From an optimization exercise on the open Yosys and OpenROAD flow, aimed at small area and a short achievable clock period; shortcuts taken in it are not production practice.
Where RTL was checked, it was by simulation tests only, not by an equivalence proof against the original.
Power is estimated from default activity; no workload was simulated.

==> flow/design.v (excerpt) <==
module wedge_fitter (
	input logic clock,
	input logic reset,
	input logic clear_status,
	input logic [22:0] data_in,  
	input logic ds,
	output logic hold,
	input logic out_re,
	output logic [22:0] data_out,  
	output logic out_valid,
	output logic out_empty,
	input logic nocut,
	input logic [12:0] chi2cut_value,
	output logic [4:0] wedge_status  
);
make LEC_CHECK=0 CAP_MARGIN=0 CORE_MARGIN=2 CORE_UTILIZATION=65 CTS_BUF_LIST=sky130_fd_sc_hd__clkbuf_16 CTS_CLUSTER_DIAMETER=60 CTS_CLUSTER_SIZE=30 SETUP_SLACK_MARGIN=4.05 SLEW_MARGIN=0 finish   # period 6.5 ns
run.sh (not shown) runs the stock make flow with config.mk's settings and CLKGATE_MAP_FILE= SYNTH_SCRIPT=/design/flow/synth_recipe.tcl, a recipe that flattens the netlist after the stock synthesis.
The starting point produced a clean layout.
Change:
--- a/flow/design.v
+++ b/flow/design.v
@@ -35,14 +35,16 @@
 		s_head = '0;
 		for (int k = 0; k < 15; k++)
 			s_head = s_head | (S[k] & {23{i_cnt == 5'(k + 2)}});
 	end
 	always_ff @(posedge clock)
 	begin
-		if (pop_i || i_empty)
-			H <= s_head | (data_in & {23{i_empty || i_one}});
+		if (pop_i)
+			H <= (i_empty || i_one) ? data_in : s_head;
+		else if (i_empty)
+			H <= data_in;
 	end
 	always_comb
 	begin
 		i_cnt_next = i_cnt;
 		if (push_i && !pop_i)
 			i_cnt_next = i_cnt + 5'd1;
@@ -143,15 +145,13 @@
 	logic [12:0] best_chisq;
 	logic [7:0] best_track;
 	logic best_par;
 	logic have_cand;
 	logic take;
 	logic par_h;
-	logic nocut_r;
-	logic [12:0] cut_r;
-	logic pass;
+	logic pass_r;
 	logic tpar_r;
 	function automatic less13(input [12:0] a, input [12:0] b);
 		reg [15:0] lt, gt;
 		integer w, i;
 		begin
 			lt = '0;
@@ -184,23 +184,18 @@
 			best_chisq <= H[20:8];
 			best_track <= H[7:0];
 			best_par <= par_h;
 		end
 		if (cand_valid && w_ep)
 		begin
+			pass_r <= nocut || (take ? !less13(chi2cut_value, H[20:8]) : !less13(chi2cut_value, best_chisq));
 			tpar_r <= !(cur_par ^ (take ? par_h : best_par));
 		end
 	end
 	always_ff @(posedge clock)
 	begin
-		nocut_r <= nocut;
-		cut_r <= chi2cut_value;
-	end
-	assign pass = nocut_r || !less13(cut_r, best_chisq);
-	always_ff @(posedge clock)
-	begin
 		if (reset)
 		begin
 			have_cand <= 1'b0;
 			dv <= 1'b0;
 		end
 		else
@@ -213,13 +208,13 @@
 		end
 	end
 	logic [20:0] T_road [8];
 	logic [20:0] T_fit [8];
 	logic [3:0] t_cnt, t_cnt_next;
 	logic t_push, t_pop;
-	assign t_push = dv && pass;
+	assign t_push = dv && pass_r;
 	always_ff @(posedge clock)
 	begin
 		if (t_push)
 		begin
 			T_road[0] <= cur_road;
 			T_fit[0] <= {best_chisq, best_track};
@@ -319,20 +314,20 @@
 		else
 			f_state <= f_state_next;
 	end
 	logic [7:0] sel_road, sel_fit;
 	logic sel_ee;
 	logic [20:0] t_head;
-	always_ff @(posedge clock)
+	always_comb
 	begin
 		for (int k = 0; k < 8; k++)
 		begin
-			sel_road[k] <= !reset && f_state_next == F_IDLE && t_cnt_next == 4'(k + 1);
-			sel_fit[k] <= !reset && f_state_next == F_TRK && t_cnt_next == 4'(k + 1);
+			sel_road[k] = f_state == F_IDLE && t_cnt == 4'(k + 1);
+			sel_fit[k] = f_state == F_TRK && t_cnt == 4'(k + 1);
 		end
-		sel_ee <= !reset && f_state_next == F_EE;
+		sel_ee = f_state == F_EE;
 	end
 	always_comb
 	begin
 		t_head = '0;
 		for (int k = 0; k < 8; k++)
 			t_head = t_head | (T_road[k] & {21{sel_road[k]}}) | (T_fit[k] & {21{sel_fit[k]}});
Wire length rose by a few percent.
Area after synthesis barely changes.
Setup slack is better by 0.23 ns.
Via count rose by a few percent.
Synthesized cell count rose by a few percent.
Clock-buffer cell count rose by 10.
Worst hold slack is worse by 0.0033 ns.
Sequential cell count fell by 30.
Cell area fell slightly.
Non-clock buffer count fell by 35.
Register-to-register slack is better by 0.28 ns.
Utilization fell by 1.3 points.
Die area hardly moves.
Maximum frequency rose by a little under a tenth.
No functional check of the RTL was part of any run of this note.

---

## the previous run
Another version of the RTL of wedge_fitter (not shown whole).
For scale: ~2600 cells after synthesis, roughly 1200 flip-flops, ~73 I/O pins, about 46000 um2 of cells after synthesis.
## wedge_fitter
module wedge_fitter (
	input logic clock,
	input logic reset,
	input logic clear_status,
	input logic [22:0] data_in,  
	input logic ds,
	output logic hold,
	input logic out_re,
	output logic [22:0] data_out,  
	output logic out_valid,
	output logic out_empty,
	input logic nocut,
	input logic [12:0] chi2cut_value,
	output logic [4:0] wedge_status  
);
	logic [22:0] H;
	logic [22:0] S [15];
	logic [3:0] s_rd, s_wr;
	logic [4:0] i_cnt;
	logic i_empty, i_one, i_full;
	logic push_i, pop_i, s_push, s_pop;
	logic [4:0] i_cnt_next;
	assign push_i = ds && !i_full;
	assign s_push = push_i && !i_empty && !(pop_i && i_one);
	assign s_pop = pop_i && !i_empty && !i_one;
	always_ff @(posedge clock)
	begin
		if (!i_full)
			S[s_wr] <= data_in;
	end
	logic [14:0] s_rd_dec;
	logic [22:0] s_head;
	always_comb
	begin
		s_rd_dec = 15'd1 << s_rd;
		s_head = '0;
		for (int k = 0; k < 15; k++)
			s_head = s_head | (S[k] & {23{s_rd_dec[k]}});
	end
	always_ff @(posedge clock)
	begin
		if (pop_i)
			H <= (i_empty || i_one) ? data_in : s_head;
		else if (i_empty)
			H <= data_in;
	end
	always_comb
	begin
		i_cnt_next = i_cnt;
		if (push_i && !pop_i)
			i_cnt_next = i_cnt + 5'd1;
		else if (pop_i && !push_i)
			i_cnt_next = i_cnt - 5'd1;
	end
	always_ff @(posedge clock)
	begin
		if (reset)
		begin
			s_rd <= '0;
			s_wr <= '0;
			i_cnt <= '0;
			i_empty <= 1'b1;
			i_one <= 1'b0;
			i_full <= 1'b0;
  ...
clock: 6.5 ns
lec_check: 0
cap_margin: 20
core_margin: 2
core_utilization: 70
cts_buf_list: sky130_fd_sc_hd__clkbuf_8
setup_slack_margin: 3.9
slew_margin: 20
The previous run: full flow OK, the timing, design-rule and antenna checks passed
### the previous run -> the current run
diff --git a/flow/design.v b/flow/design.v
--- a/flow/design.v
+++ b/flow/design.v
@@ -20,19 +20,19 @@
 	logic [4:0] i_cnt;
 	logic i_empty, i_one, i_full;
 	logic push_i, pop_i, s_push, s_pop;
 	logic [4:0] i_cnt_next;
 	assign push_i = ds && !i_full;
 	assign s_push = push_i && !i_empty && !(pop_i && i_one);
 	assign s_pop = pop_i && !i_empty && !i_one;
 	always_ff @(posedge clock)
 	begin
-		if (!i_full)
+		if (push_i)
 			S[s_wr] <= data_in;
 	end
 	logic [14:0] s_rd_dec;
 	logic [22:0] s_head;
 	always_comb
 	begin
 		s_rd_dec = 15'd1 << s_rd;
 		s_head = '0;
 		for (int k = 0; k < 15; k++)
@@ -291,38 +291,35 @@
 				if (!o_full)
 				begin
 					o_push = 1'b1;
 					f_state_next = F_IDLE;
 				end
 			end
 			default: f_state_next = F_IDLE;
 		endcase
 	end
-	logic [7:0] sel_road, sel_fit;
-	logic sel_ee;
-	logic [2:0] t_rd_next;
-	logic [20:0] t_head;
-	assign t_rd_next = t_pop ? t_rd + 3'd1 : t_rd;
-	always_ff @(posedge clock)
+	logic [7:0] t_rd_dec;
+	logic [20:0] t_head_road, t_head_fit;
+	always_comb
 	begin
+		t_rd_dec = 8'd1 << t_rd;
+		t_head_road = '0;
+		t_head_fit = '0;
 		for (int k = 0; k < 8; k++)
 		begin
-			sel_road[k] <= (reset || f_state_next == F_IDLE) && (reset ? (k == 0) : (t_rd_next == 3'(k)));
-			sel_fit[k] <= !reset && f_state_next == F_TRK && t_rd_next == 3'(k);
+			t_head_road = t_head_road | (T_road[k] & {21{t_rd_dec[k] && f_state == F_IDLE}});
+			t_head_fit = t_head_fit | (T_fit[k] & {21{t_rd_dec[k] && f_state == F_TRK}});
 		end
-		sel_ee <= !reset && f_state_next == F_EE;
-	end
-	always_comb
-	begin
-		t_head = '0;
-		for (int k = 0; k < 8; k++)
-			t_head = t_head | (T_road[k] & {21{sel_road[k]}}) | (T_fit[k] & {21{sel_fit[k]}});
-		out_word = {sel_ee, sel_ee ? ee_hold[21] : (f_state == F_TRK), t_head | (ee_hold[20:0] & {21{sel_ee}})};
+		case (f_state)
+			F_IDLE: out_word = {2'b00, t_head_road | t_head_fit};
+			F_TRK: out_word = {2'b01, t_head_road | t_head_fit};
+			default: out_word = {1'b1, ee_hold};
+		endcase
 	end
 	always_ff @(posedge clock)
 	begin
 		if (reset)
 			f_state <= F_IDLE;
 		else
 			f_state <= f_state_next;
 	end
 	logic [22:0] O [16];
Results
- Per the comparison of the current run with the previous run, via count of the routed design now larger, area of the core comparable, total number of clock tree sinks now smaller, power in the clock group now larger.
- Diff the previous run -> the current run | number of ordinary inverters in the final layout | up by more than 10%
- The current run gives less met3 layer wire length in the routed design than the previous run did.
Only the layout flow was run in the current run; the RTL was not checked for function there.

==> port drivers added, routing unchanged <==
The flow's constraints put no driver on any port. The routed layouts listed below were extracted and timed again, unchanged, in two steps. Step 1: set_driving_cell puts a clkbuf_16 on clock and a buf_2 on each other input, an assumption about the parent block. Step 2 times the ports against the registers' clock, not the clock port: input delays grow and output delays shrink by t, the midpoint of the rising clock arrivals with the driver on. Three values: ideal ports, drivers, drivers and shift; two values: the first two.
run | t, ns | setup WS [ns] | latest minus earliest clock arrival (ns) | worst slew at a driven data input, ns
the first run of note 1 | 0.726 | 3.725 / 3.725 / 3.492 | 0.032 / 0.032 | 0.04
the second run of note 1 | 0.700 | 3.954 / 3.887 / 3.447 | 0.048 / 0.048 | 0.05
the previous run | 0.875 | 3.786 / 3.728 / 3.090 | 0.066 / 0.067 | 0.10
the current run | 0.885 | 3.707 / 3.730 / 2.860 | 0.047 / 0.047 | 0.08
After both steps setup and hold are still met in every run listed. For the current run, which loses most, drivers alone change the setup slack by +0.023 ns; drivers and shift together by -0.847 ns.
